This is an optimization exercise on Yosys and OpenROAD, whose aim is small area, a short achievable clock period and few clock cycles per item, not a production implementation. The RTL was checked by simulation tests, not by an equivalence proof against the original design.

==> flow/design.v (outline; a module is shown in full before it is edited, if it fits) <==
// module wvb_sat_rom: 142 lines
// module wvb_colormap_top: 3578 lines
module wvb_colormap_top (
  input  logic        clk,
  input  logic        rst,
  input  logic        in_valid,
  output logic        in_stall,
  input  logic [15:0] in_ct_ref,
  input  logic [15:0] in_aff_ref,
  input  logic [15:0] in_ct_tar,
  input  logic [15:0] in_aff_tar,
  output logic        out_valid,
  input  logic        out_stall,
  output logic [15:0] out_blend,
  output logic [7:0]  out_red,
  output logic [7:0]  out_green,
  output logic [7:0]  out_blue,
  input  logic        cfg_valid,
  output logic        cfg_ready,
  input  logic [15:0] cfg_data
);
  // ...
==> flow/run.sh <==
#!/bin/bash
# synth_recipe.tcl (not shown) runs the flow's synth.tcl, then flattens the netlist and writes it again
# the make line also repeats each setting of config.mk as NAME=value (left out here)
make -C /OpenROAD-flow-scripts/flow DESIGN_CONFIG=/design/flow/config.mk WORK_HOME=/design/flow/orfs CLKGATE_MAP_FILE= SYNTH_SCRIPT=/design/flow/synth_recipe.tcl finish
==> flow/config.mk <==
export PLATFORM = sky130hd
export DESIGN_NAME = wvb_colormap_top
export DESIGN_NICKNAME = wvb_colormap_top
export VERILOG_FILES = /design/flow/design.v
export SDC_FILE = /design/flow/constraint.sdc
export NUM_CORES = 4
export LEC_CHECK = 0
export CAP_MARGIN = 20
export CORE_MARGIN = 2
export CORE_UTILIZATION = 50
export PLACE_DENSITY = 0.65
export SETUP_SLACK_MARGIN = 5.0
export SLEW_MARGIN = 20
==> flow/constraint.sdc <==
create_clock -name core_clock -period 8.0 [get_ports {clk}]
set_input_delay 1.6000 -clock core_clock [delete_from_list [all_inputs] [get_ports {clk}]]
set_output_delay 1.6000 -clock core_clock [all_outputs]
set_load 0.01 [all_outputs]
==> summary.txt, run 1 <==
Timing
  • Final setup viols: 0
  • Setup_tns: 0 ps
  • Slew Viols, Final: 0

Cells and area
  • Post-route cell area: 151000 sq um
  • Max reg flops: 181
  • Largest registers: r2_nmm (181), r21_cmm (113), r3_nmm (66)
  • Fraction of area in multi-input gates: 40.9%
  • Most common cell after layout, fill and taps aside: edfxtp_1
  • Final nets: 12600

Run status
  • Status: no timing/DRC/antenna violations

Yosys
  • Post-Syn Nets: 11600
  • Number of synthesized flops with an enable pin: 2026
  • Post-synth top cells: edfxtp_1, inv_1, ha_1
  • Most common cell in the netlist: edfxtp_1
  • Largest family of logic cells by synthesized area: adder cells
  • Yosys reg bits: 2124

Global route
  • Initial antenna violation count: 4
  • Gr ovfl total: 0
  • GR Util met1: 31.1%

Worst setup path
  • R2R Path Start: r18_swd[1]
  • Reg2reg path depth: 14
  • Crit Path Class: reg2reg
  • CP endpoint kind: register

Hold path
  • Hold Crit Class: reg2reg
  • Hold Path Origin: r19_bN[11]
  • Endpoint, Worst Hold: r20_bN[12]

Routing
  • DR vias/cell: 5.69

Clocking
  • Clock Latency Late Sink: 870 ps
  • CTS root buf: clkbuf_16
  • Post-cts repair resize count: 1163

Floorplanning
  • I/O pin count: 128
  • DIE AREA: 253000 sq um

Placed design
  • Cell Area, Placed: 129000 sq um

Job
  • Max_cap viols: 0
Testbench counts, summed over its fixed seeds: cycles 12,200, items 12,000.
==> run 2, diff against run 1 <==
--- a/flow/config.mk
+++ b/flow/config.mk
@@ -10,4 +10,4 @@
 export CORE_UTILIZATION = 50
 export PLACE_DENSITY = 0.65
-export SETUP_SLACK_MARGIN = 5.0
+export SETUP_SLACK_MARGIN = 4.5
 export SLEW_MARGIN = 20
==> run 2 against run 1 <==
Against the previous run: via count is 5.1% lower; wire length is 6.3% lower; maximum frequency is 3.2% lower; synthesized area is the same; count of clock-buffer cells in the layout unchanged; global-route usage is 1.6 points lower; utilization is 4.3 points lower; design area down 7.0%; critical path type unchanged; critical endpoint is now r12_bR[4]; largest cell class unchanged; highest routed layer unchanged.
==> summary.txt, run 2 <==
Run status
  • Status: no timing/DRC/antenna violations (unchanged)

Cells and area
  • Post-layout util: 56.6% (was 60.9%)
  • Commonest cells after routing, fill and taps aside: edfxtp_1, inv_1, ha_1 (unchanged)
  • Most common cell after layout, fill and taps aside: edfxtp_1 (unchanged)
  • Final nets: 11900 (was 12600)
  • Area of the multi-input gates: 57700 sq um (was 61800 sq um)
  • Fillers: 20300 (was 19200)
  • Layout cells sized above 1: 13.2% (was 24.0%)
  • Largest registers: r2_nmm (181), r21_cmm (113), r3_nmm (66) (unchanged)
  • Storage cell area: 62800 sq um (about the same)
  • Post-route cell area: 141000 sq um (was 151000 sq um)
  • Most flop-heavy register: r2_nmm (unchanged)
  • Synth-to-Final Area Change: 12.7% (was 21.3%)
  • Max reg flops: 181 (unchanged)

Global route
  • Global Route Usage Sum: 22.9% (was 24.5%)
  • Wire length of the first global-routing pass: 454 mm (was 484 mm)
  • Initial antenna violation count: 5 (was 4)
  • Gr ovfl total: 0 (unchanged)
  • Largest net degree at the start of global routing: 186 (unchanged)
  • Vias in the first global route: 80500 (was 85200)

Yosys
  • Number of synthesized flops with an enable pin: 2026 (unchanged)
  • Synth warn: 2 (unchanged)
  • Yosys top cell area share: 48.8% (unchanged)
  • Most common cell in the netlist: edfxtp_1 (unchanged)
  • Gate Count Post-Synth: 10200 (unchanged)
  • Synth Flop Type: edfxtp_1 (unchanged)
  • Post-synth top cells: edfxtp_1, inv_1, ha_1 (unchanged)
  • Post-Syn Area: 125000 sq um (unchanged)
  • Yosys reg bits: 2124 (unchanged)
  • Post-Syn Nets: 11600 (unchanged)
  • Top cells by area, synth: edfxtp_1, ha_1, fa_1, xnor2_1, inv_1 (unchanged)
  • Area leader, netlist: edfxtp_1 (unchanged)
  • Post-synthesis sequential area ratio: 50.4% (unchanged)
  • Yosys cell types: 97 (unchanged)
  • Fraction of registers with async set or reset after synthesis: 0% (unchanged)
  • Synthesized area per cell: 12.3 sq um (unchanged)

Routing
  • DR vias/cell: 5.66 (was 5.69)
  • Drt pass-1 iters: 6 (unchanged)
  • Routed Antenna Nets: 0 (unchanged)
  • Drt total wl: 298 mm (was 319 mm)
  • Vias: 79500 (was 83800)
  • DRC viols: 0 (unchanged)
  • Drt wl/cell: 21.3 microns (was 21.6 microns)
  • DR iter-0 viols: 6062 (was 6419)

Hold path
  • Hold Crit Class: reg2reg (unchanged)
  • Hold Path Depth: 0 (unchanged)

Clocking
  • Clk slew on worst S/H paths: 70 ps (was 60 ps)
  • CTS H-tree lvls: 4 (unchanged)
  • CTS tree: done (unchanged)
  • Longest Clk Path Bufs: 3 (unchanged)
  • Cts hold-fix bufs: 0 (unchanged)
  • Clock Latency Late Sink: 870 ps (about the same)
  • Inserted Clock Buffers: 228 (unchanged)
  • Clock Sinks: 2124 (unchanged)
  • CTS root buf: clkbuf_16 (unchanged)

Timing
  • Setup_tns: 0 ps (unchanged)
  • Worst Tran Pin Value: 1110 ps (was 1120 ps)
  • Slew HR: 26.2% (was 25.2%)
  • Final Cycle Share: 43.6% (was 42.2%)
  • Setup repair after global routing missed its margin: true (unchanged)
  • Final Hold Vio Count: 0 (unchanged)
  • Final min period: 3490 ps (was 3380 ps)
  • Hold slack: 360 ps (was 363 ps)
  • Max Fclk: 287 MHz (was 296 MHz)
  • Post-route setup slack: 4510 ps (was 4620 ps)
  • Worst Clk Skew: 68.6 ps (was 70.5 ps)
  • Slew Viols, Final: 0 (unchanged)
  • Final setup viols: 0 (unchanged)

Worst setup path
  • Crit Path Class: reg2reg (unchanged)
  • Crit start category: register (unchanged)
  • Reg2reg path depth: 12 (was 14)
  • CP endpoint kind: register (unchanged)
  • Crit-path max FO: 8 (was 4)
  • Reg2Reg Setup Slack: 4510 ps (was 4620 ps)
  • Worst path required time: 8580 ps (was 8570 ps)
  • WP data arrival: 4060 ps (was 3940 ps)

Placed design
  • PortBufs: 126 (unchanged)
  • Dpl ws: 3660 ps (unchanged)
  • Final HPWL DP: 210 mm (unchanged)
  • Cell Area, Placed: 129000 sq um (unchanged)
  • Gp weighted congestion: 0.898 (unchanged)

Floorplanning
  • Starting Density: 50.2% (unchanged)
  • DIE AREA: 253000 sq um (unchanged)
  • Die width: 503 microns (unchanged)
  • I/O pin count: 128 (unchanged)
  • # rows: 183 (unchanged)
  • Core area: 248000 sq um (unchanged)
  • Die H: 503 microns (unchanged)

Job
  • Max_cap viols: 0 (unchanged)
run 2: cell counts after synthesis:
No cell type changed its count.
run 2: cell families after synthesis:
kind of cell	share of synthesized area (%)
other	0.00301
DFF	50.4
and+or+nand+nor	8.45
adders and majority gates	16.3
buffers and inverters	4.88
xor gates and xnor gates	4.90
muxes	4.66
AOI/OAI and AO/OA	10.4
run 2: final cells by class:
cell class	instances	area share, %
antenna	5	0.00890
clock buffer	266	4.30
clock inverter	160	1.28
inverter	1209	3.24
multi-input combinational	6552	41.0
sequential	2124	44.7
tap	3330	2.97
timing repair buffer	392	2.47
run 2: final timing paths:
kind / startpoint / end
setup / recovery: r11_swd[1] / r12_bR[4]
setup reg to reg: r11_swd[1] / r12_bR[4]
hold / removal: r19_hq[7] / r20_hq[8]
hold reg to reg: r19_hq[7] / r20_hq[8]
run 2: through the flow:
step	cells
after floorplan	10200
after global placement	13400
after detailed placement	13400
after CTS	13900
after global routing	14000
final	14000
run 2: layer usage:
metal	vias to the layer above	track usage (%)	wire, microns
li1	37300	-	-
met1	39300	29.2	124000
met2	2264	39.8	148000
met3	629	3.06	14700
met4	0	8.64	11700
met5	-	0	0
run 2: critical path: stages (launching register included):
cell and delay (ps):
edfxtp_1 480, buf_4 190, fa_2 390, nor2b_1 110, o21ai_1 110, a21boi_2 190, o21ai_2 80, a21oi_2 220
a311o_1 300, nand3_4 130, o2111ai_4 290, and3_4 330, mux2_2 360
run 2: timing repair:
action / 4_1_cts / 5_1_grt
cloned: 16 / 19
pin swaps: 37 / 133
gates resized for setup: 132 / 191
buffers inserted: 78 / 137
setup endpoints to repair: 549 / 570

-- static timing again, ports no longer ideal --
In the flow no input, the clock included, has a driving cell. The finished layouts below were timed again as built, in two steps. Step 1 (the two cells are an assumption about what drives the block):
set clk [get_ports {clk}]
set_driving_cell -lib_cell sky130_fd_sc_hd__clkbuf_16 $clk
set_driving_cell -lib_cell sky130_fd_sc_hd__buf_2 [delete_from_list [all_inputs] $clk]
Step 2 also shifts input and output timing later by t, the mid clock arrival at the registers, as if the neighbouring blocks saw the same clock. a / b / c = ideal / step 1 / step 2; a / b = the first two.
run	t (ns)	setup slack, ns	latest minus earliest clock arrival (ns)	worst slew at a driven data input, ns
run 1	0.940	4.624 / 4.624 / 4.266	0.088 / 0.088	0.04
run 2	0.932	4.513 / 4.492 / 4.279	0.081 / 0.081	0.04
After both steps setup and hold are still met in every run listed. The setup slack of run 1, which loses most, moves by 0.000 ns with the drivers and by -0.358 ns with both steps.
